What follows belongs to an exercise in optimizing a design on an open flow for small area, a short achievable clock period and few clock cycles; a production flow would make more cautious choices.
Only simulation tests tie the RTL to the original design; equivalence was not proved.
Power is estimated from default activity; no workload was simulated.

## job 9351
Design polyline_uniform_resampler, start of the top module:
module polyline_uniform_resampler #(
   parameter int MAX_PER_SEGMENT = plr_pkg::MAX_PER_SEGMENT_DEF,
   parameter int COORD_BITS      = plr_pkg::COORD_BITS_DEF
) (
   input  logic                           clock,
   input  logic                           reset,
   input  logic                           req_tvalid,
   output logic                           req_tready,
   input  logic [plr_pkg::REQ_DATA_W-1:0] req_tdata,   
   input  logic                           req_tlast,   
   output logic                           rsp_tvalid,
   input  logic                           rsp_tready,
   output logic [plr_pkg::RSP_DATA_W-1:0] rsp_tdata,   
   output logic                           rsp_tlast,   
   output logic [plr_pkg::RSP_USER_W-1:0] rsp_tuser,   
   input  logic                           psel,
   input  logic                           penable,
   input  logic                           pwrite,
   input  logic [plr_pkg::CSR_ADDR_W-1:0] paddr,
   input  logic [plr_pkg::CSR_DATA_W-1:0] pwdata,
   output logic [plr_pkg::CSR_DATA_W-1:0] prdata,
   output logic                           pready
);
Size in the first run: roughly 0.030 sq mm of cells after synthesis.
clock: 11.0 ns
lec_check: 0
abc_clock_period_in_ps: 3000
cap_margin: 20
core_margin: 2
core_utilization: 40
cts_cluster_diameter: 60
cts_cluster_size: 30
place_density: 0.8
slew_margin: 20
tns_end_percent: 100
standard.sh (not shown) runs the stock make flow with config.mk's settings and CLKGATE_MAP_FILE= SYNTH_SCRIPT=/design/flow/synth_recipe.tcl, a recipe that flattens the netlist after the stock synthesis.
==> flow/flow/run.sh <==
#!/bin/bash
# The standard layout, with timing repair aiming below the clock period so that the
# achieved period is as short as the repair can make it, and plain buffers on the ports.
# Constraints are unchanged.
set -euo pipefail
bash standard.sh SETUP_SLACK_MARGIN=7.5 "BUFFER_PORTS_ARGS=-buffer_cell sky130_fd_sc_hd__buf_2" finish > standard.log 2>&1
Job 9351 reached the end of the flow, and the finished layout is clean on the timing, DRC and antenna checks.
Testbench counts of job 9351, summed over its fixed seeds: cycles 37,858.
Relative to job 9351, the following input files were edited for job 5093:
Settings: CORE_UTILIZATION changed from 40 to 65; PLACE_DENSITY changed from 0.8 to 0.75.
[summary]
Between job 9351 and job 5093, count of cell instances traversed by the critical path increased. Comparing job 5093 and job 9351, the lower share of power burned in the clock network is on job 9351. On wire length of the first global-routing pass, job 9351 tracks job 5093 almost exactly. Compared with job 9351, job 5093 shows synthesis-to-layout area growth lower by 1.6 points. Re area fraction in compound gates after synthesis: no difference whatsoever between job 5093 and job 9351. Job 9351 consumes more power than job 5093. Max freq job 9351 -> job 5093: degraded. Between job 9351 and job 5093, placed standard-cell area decreased. Delta (job 5093 minus job 9351): width of the chip went down about 20%, wire length the detailed router placed on met1 went up about 2.4%.
The following lists how job 6845 was set up differently from job 5093:
Settings: CORE_UTILIZATION: 65 -> 40; PLACE_DENSITY: 0.75 -> unset.
==> flow/flow/run.sh <==
#!/bin/bash
# The standard layout, with timing repair aiming below the clock period so that the
# achieved period is as short as the repair can make it. Constraints are unchanged.
set -euo pipefail
bash standard.sh SETUP_SLACK_MARGIN=7.5 finish > standard.log 2>&1
Findings:
Count of clock-buffer cells in the layout (job 6845 vs. job 5093) increases by a little under 10%
Clock power for job 6845 is higher than for job 5093.
Job 6845 closes out successfully: all stages finished, all timing, DRC and antenna checks passed.
Remaining antenna violation count after routing came out exactly the same in job 6845 and job 5093.
Met2 global-route usage: job 6845 and job 5093 compared, higher one is job 5093
Register fraction of the total cell area: job 6845 lower than job 5093
The run with more setup slack is job 6845; job 5093 has less.
Routed wire in job 6845 totals more than in job 5093.
Setup changes, job 6845 to job 1283
==> flow/flow/run.sh <==
#!/bin/bash
# The standard layout, with timing repair aiming below the clock period so that the
# achieved period is as short as the repair can make it, and plain buffers on the ports.
# Constraints are unchanged.
set -euo pipefail
bash standard.sh SETUP_SLACK_MARGIN=7.5 "BUFFER_PORTS_ARGS=-buffer_cell sky130_fd_sc_hd__buf_2" finish > standard.log 2>&1
## What came out
- Changes observed in job 1283 relative to job 6845: maximum fanout along the worst path picked up an extra 1; area used by sequential logic in the layout neither gained nor lost much; first-pass GRT wire length lost about 1.7%; via count of the first global-routing pass lost 214; clock skew picked up an extra 0.018 ns.
- Of job 1283 and job 6845, it is job 1283 that has the lower clock period minus final worst setup slack.
- Delta (job 1283 minus job 6845): utilization went down, total number of nets in the final design went down.
- Going from job 6845 to job 1283, length of routed met2 wiring shrinks by 0.58%.
- Job 1283 vs job 6845: static leakage down in job 1283
- Looking at share of cell area taken by flip-flops and latches, job 1283 sits 0.42 points higher than job 6845 does.
--- input diff job 1283..job 1064 ---
-- flow/flow/run.sh --
<<< job 1283, line 5
set -euo pipefail
bash standard.sh SETUP_SLACK_MARGIN=7.5 "BUFFER_PORTS_ARGS=-buffer_cell sky130_fd_sc_hd__buf_2" finish > standard.log 2>&1
>>> job 1064, line 5
set -euo pipefail
bash standard.sh SETUP_SLACK_MARGIN=7.35 "BUFFER_PORTS_ARGS=-buffer_cell sky130_fd_sc_hd__buf_2" finish > standard.log 2>&1
==> comparison <==
Compared with job 1283, job 1064 shows a higher met1 demand-to-capacity share in global routing. Multi-input logic area, job 1283 and job 1064: higher on job 1283. Looking only at final worst-path setup slack, and setting everything else aside, the higher value of job 1283 and job 1064 goes to job 1283. Post-route fraction of the period consumed by the critical path in job 1064 is 0.83 points higher than in job 1283. Job 1064 against job 1283: multi-input combinational area share closely matched the old numbers, register-to-register slack shows a reduction of 0.09 ns, met2 wire length shrank by about 4%, initial antenna violation count -1.

Setup of run a:
Another version of the RTL of polyline_uniform_resampler (not shown whole).
Size: roughly 3100 cells after synthesis, ~150 I/O pins, ~31000 um^2 of cells after synthesis.
==> flow/config.mk <==
export PLATFORM = sky130hd
export DESIGN_NAME = polyline_uniform_resampler
export DESIGN_NICKNAME = polyline_uniform_resampler
export VERILOG_FILES = /design/flow/design.v
export SDC_FILE = /design/flow/constraint.sdc
export NUM_CORES = 4
export LEC_CHECK = 0
export ABC_CLOCK_PERIOD_IN_PS = 3000
export CAP_MARGIN = 20
export CORE_MARGIN = 2
export CORE_UTILIZATION = 60
export CTS_BUF_LIST = sky130_fd_sc_hd__clkbuf_8
export SLEW_MARGIN = 20
export TNS_END_PERCENT = 100
==> flow/constraint.sdc <==
create_clock -name core_clock -period 11.0 [get_ports {clock}]
set_input_delay 2.2000 -clock core_clock [delete_from_list [all_inputs] [get_ports {clock}]]
set_output_delay 2.2000 -clock core_clock [all_outputs]
set_load 0.01 [all_outputs]
==> flow/flow/run.sh <==
#!/bin/bash
# The standard layout, with timing repair aiming below the clock period so that the
# achieved period is as short as the repair can make it. Constraints are unchanged.
set -euo pipefail
bash standard.sh SETUP_SLACK_MARGIN=7.5 finish > standard.log 2>&1
Testbench counts of run a, summed over its fixed seeds: cycles 38,656.
Input changes introduced in run b (baseline for comparison: run a):
- CTS_BUF_LIST removed (was sky130_fd_sc_hd__clkbuf_8)
- CORE_UTILIZATION changed from 60 to 40
Notes after the runs:
Internal power was higher in run b than in run a. Looking at growth of design area from synthesis to finish, run b sits above run a. | non-clock buffer count | run b vs run a | 1 lower |.

[re-timing with driven ports]
The results above use ideal ports. As a check the final layouts listed here were re-extracted and re-timed, cells and wires unchanged.
Step 1 (the two cells are an assumption about what drives the block):
set clk [get_ports {clock}]
set_driving_cell -lib_cell sky130_fd_sc_hd__clkbuf_16 $clk
set_driving_cell -lib_cell sky130_fd_sc_hd__buf_2 [delete_from_list [all_inputs] $clk]
Step 2, shift: input delay + t, output delay - t, t = (earliest + latest rising clock arrival at the registers) / 2. This alone moves slack from input paths to output paths.
Three values: ideal, step 1, step 2; two values: the first two.
| run | t (ns) | slack for setup (ns) | worst slew at a driven data input, ns |
|---|---|---|---|
| job 9351 | 0.646 | 7.395 / 7.395 / 6.916 | 0.10 |
| job 5093 | 0.639 | 7.369 / 7.369 / 6.923 | 0.06 |
| job 6845 | 0.640 | 7.405 / 7.405 / 6.915 | 0.08 |
| job 1283 | 0.649 | 7.416 / 7.416 / 6.924 | 0.08 |
| job 1064 | 0.642 | 7.324 / 7.324 / 6.846 | 0.06 |
| run a | 0.731 | 7.516 / 7.455 / 6.823 | 0.03 |
| run b | 0.677 | 7.503 / 7.445 / 6.890 | 0.08 |
After both steps setup and hold are still met in every run listed. The setup slack of run a, which loses most, moves by -0.061 ns with the drivers and by -0.693 ns with both steps.
